Context: an optimization exercise on an open-source flow, tuned for small area and a short achievable clock period. The choices shown serve that exercise and are no tape-out recipe. In this exercise RTL edits were held to simulation tests only and were not proved equivalent to the original. Power figures rest on the tool's default switching activity, not on a simulated workload.

JK:
## rv32i_core
module rv32i_core (
    input  logic                 clk,
    input  logic                 reset,
    input  rv32i_pkg::word_t     inst,
    input  logic                 inst_valid,
    output logic                 wb_valid,
    output rv32i_pkg::reg_addr_t wb_rd,
    output rv32i_pkg::word_t     wb_result,
    output rv32i_pkg::word_t     ex_result
);
    logic             dec_ok, use_a, use_b, inv_b, sra;
    logic             s_add, s_p, s_g, s_sl, s_sr, s_lt, lt_signed;
    rv32i_pkg::word_t imm;
    logic                 ex_valid;
    rv32i_pkg::reg_addr_t ex_rd;
    rv32i_pkg::word_t     ex_p, ex_g;
    logic                 ex_inv_b, ex_fill;
    logic                 ex_s_add, ex_s_p, ex_s_g, ex_s_sl, ex_s_sr, ex_s_lt, ex_lt_signed;
    logic [31:1]      sel_a, sel_b;
    logic             fwd_a, fwd_b;
    rv32i_pkg::word_t rd_a, rd_b, op_a, op_b, op_bx, op_a_rev;
    logic [31:1]      ex_hit;
    logic [4:0]       ex_sh;
    always_comb begin
        for (int i = 1; i < 32; i++)
            ex_hit[i] = ex_valid && (ex_rd == i);
    end
    decode_stage decode_inst (
        .inst(inst),
        .ok(dec_ok),
        .use_a(use_a),
        .use_b(use_b),
        .imm(imm),
        .inv_b(inv_b),
        .s_add(s_add),
        .s_p(s_p),
        .s_g(s_g),
        .s_sl(s_sl),
        .s_sr(s_sr),
        .s_lt(s_lt),
        .lt_signed(lt_signed),
        .sra(sra)
    );
    forwarding_unit fwd_a_inst (
        .src(inst[19:15]),
        .ex_hit(ex_hit),
        .sel_reg(sel_a),
        .sel_ex(fwd_a)
    );
    forwarding_unit fwd_b_inst (
        .src(inst[24:20]),
        .ex_hit(ex_hit),
        .sel_reg(sel_b),
        .sel_ex(fwd_b)
    );
    register_file register_file_inst (
        .clk(clk),
        .reset(reset),
        .sel_a(sel_a),
        .sel_b(sel_b),
        .rd_a(rd_a),
        .rd_b(rd_b),
        .wr_en(ex_hit),
        .wr_data(ex_result)
    );
    assign op_a = {32{use_a}} & (rd_a | ({32{fwd_a}} & ex_result));
    assign op_b = use_b ? (rd_b | ({32{fwd_b}} & ex_result)) : imm;
  ...
==> flow/config.mk <==
export PLATFORM = sky130hd
export DESIGN_NAME = rv32i_core
export DESIGN_NICKNAME = rv32i_core
export VERILOG_FILES = /design/flow/design.v
export SDC_FILE = /design/flow/constraint.sdc
export NUM_CORES = 4
export LEC_CHECK = 0
export CAP_MARGIN = 20
export CELL_PAD_IN_SITES_DETAIL_PLACEMENT = 1
export CELL_PAD_IN_SITES_GLOBAL_PLACEMENT = 2
export CORE_MARGIN = 2
export CORE_UTILIZATION = 30
export PLACE_DENSITY = 0.5
export SETUP_SLACK_MARGIN = 4
export SLEW_MARGIN = 20
export SYNTH_HIERARCHICAL = 1
export SYNTH_MINIMUM_KEEP_SIZE = 0
==> flow/constraint.sdc <==
create_clock -name core_clock -period 8.5 [get_ports {clk}]
set_input_delay 1.7000 -clock core_clock [delete_from_list [all_inputs] [get_ports {clk}]]
set_output_delay 1.7000 -clock core_clock [all_outputs]
set_load 0.01 [all_outputs]
standard.sh (not shown) runs the stock make flow with config.mk's settings and CLKGATE_MAP_FILE= SYNTH_SCRIPT=/design/flow/synth_recipe.tcl, a recipe that flattens the netlist after the stock synthesis.
==> flow/flow/run.sh <==
#!/bin/bash
set -euo pipefail
here=$(pwd)
bash standard.sh \
  "BUFFER_PORTS_ARGS=-buffer_cell sky130_fd_sc_hd__buf_4" \
  "FASTROUTE_TCL=$here/flow/fastroute.tcl" \
  "CTS_ARGS=-sink_clustering_enable -repair_clock_nets -sink_clustering_size 25 -sink_clustering_max_diameter 100 -buf_list sky130_fd_sc_hd__clkbuf_16 -dont_use_dummy_load" \
  finish > standard.log 2>&1
==> flow/flow/fastroute.tcl <==
# Global routing layers and capacity derating. met1 and met2 carry most pin
# access, so they are derated more than the platform's flat 0.2, which pushes
# longer routes up to met3 and met4 and leaves room for the detailed router.
set_global_routing_layer_adjustment met1 0.45
set_global_routing_layer_adjustment met2 0.35
set_global_routing_layer_adjustment met3-$::env(MAX_ROUTING_LAYER) 0.2

set_routing_layers -clock $::env(MIN_CLK_ROUTING_LAYER)-$::env(MAX_ROUTING_LAYER)
set_routing_layers -signal $::env(MIN_ROUTING_LAYER)-$::env(MAX_ROUTING_LAYER)
Relative to JK, the following input files were edited for MS:
- SETUP_SLACK_MARGIN now 3.5, was 4
==> flow/flow/run.sh <==
#!/bin/bash
set -euo pipefail
here=$(pwd)
bash standard.sh \
  "BUFFER_PORTS_ARGS=-buffer_cell sky130_fd_sc_hd__buf_4" \
  "FASTROUTE_TCL=$here/flow/fastroute.tcl" \
  "CTS_ARGS=-sink_clustering_enable -repair_clock_nets -sink_clustering_size 20 -sink_clustering_max_diameter 80 -buf_list sky130_fd_sc_hd__clkbuf_16 -dont_use_dummy_load" \
  finish > standard.log 2>&1
[summary]
MS has share of power burned in combinational logic below what JK had. JK -> MS: number of nets with antenna violations after routing delta 0, exact match. MS reports a higher number of H-tree levels than JK does. On MS: final critical-path required period is 150 ps higher than what JK gave. Max global routing met2 resource utilization across MS and JK: MS. In MS relative to JK, cell area after layout had gone down by a few percent. Compared with JK, in MS biggest cell delay along the critical path grew by 150 ps; sequential share of layout area climbed 1.4 points; number of cells on the critical path went down 4.
The inputs of AL differ from those of MS as listed below.
- SETUP_SLACK_MARGIN changed from 3.5 to 3.75
Results
- There was hardly any difference in share of final layout cell area taken by clock buffers and inverters between AL and MS.
- Number of nets at the end of the flow, AL and MS: larger value in AL
- Final standard cell utilization of the core was lower in the run labelled MS.
- AL vs. MS: sum of net half-perimeters after detailed placement fell 5.6 mm, clock latency at the later pin of the worst-skew pair rose 20 ps.

## static timing again, ports no longer ideal
In the flow no input, the clock included, has a driving cell. The finished layouts below were timed again as built, in two steps. Step 1, drivers: a clkbuf_16 drives clk and a buf_2 each remaining input, both assumed. Step 2, shift: input delay + t, output delay - t, t = (earliest + latest rising clock arrival at the registers) / 2. This alone moves slack from input paths to output paths. a / b / c = no drivers / after step 1 / after step 2; a / b = the first two.
run	t, ns	setup slack, ns	worst hold slack (ns)	clock arrival spread, ns	worst register clock-pin slew, ns
JK	0.760	3.413 / 3.337 / 3.279	0.405 / 0.405 / 0.405	0.087 / 0.087	0.11 / 0.11
MS	0.762	3.259 / 3.182 / 2.871	0.388 / 0.388 / 0.388	0.086 / 0.086	0.09 / 0.09
AL	0.791	3.352 / 3.261 / 3.028	0.398 / 0.398 / 0.398	0.106 / 0.106	0.09 / 0.09
After both steps every run listed still meets setup and hold. For MS, which loses most, drivers alone change the setup slack by -0.077 ns; drivers and shift together by -0.388 ns.
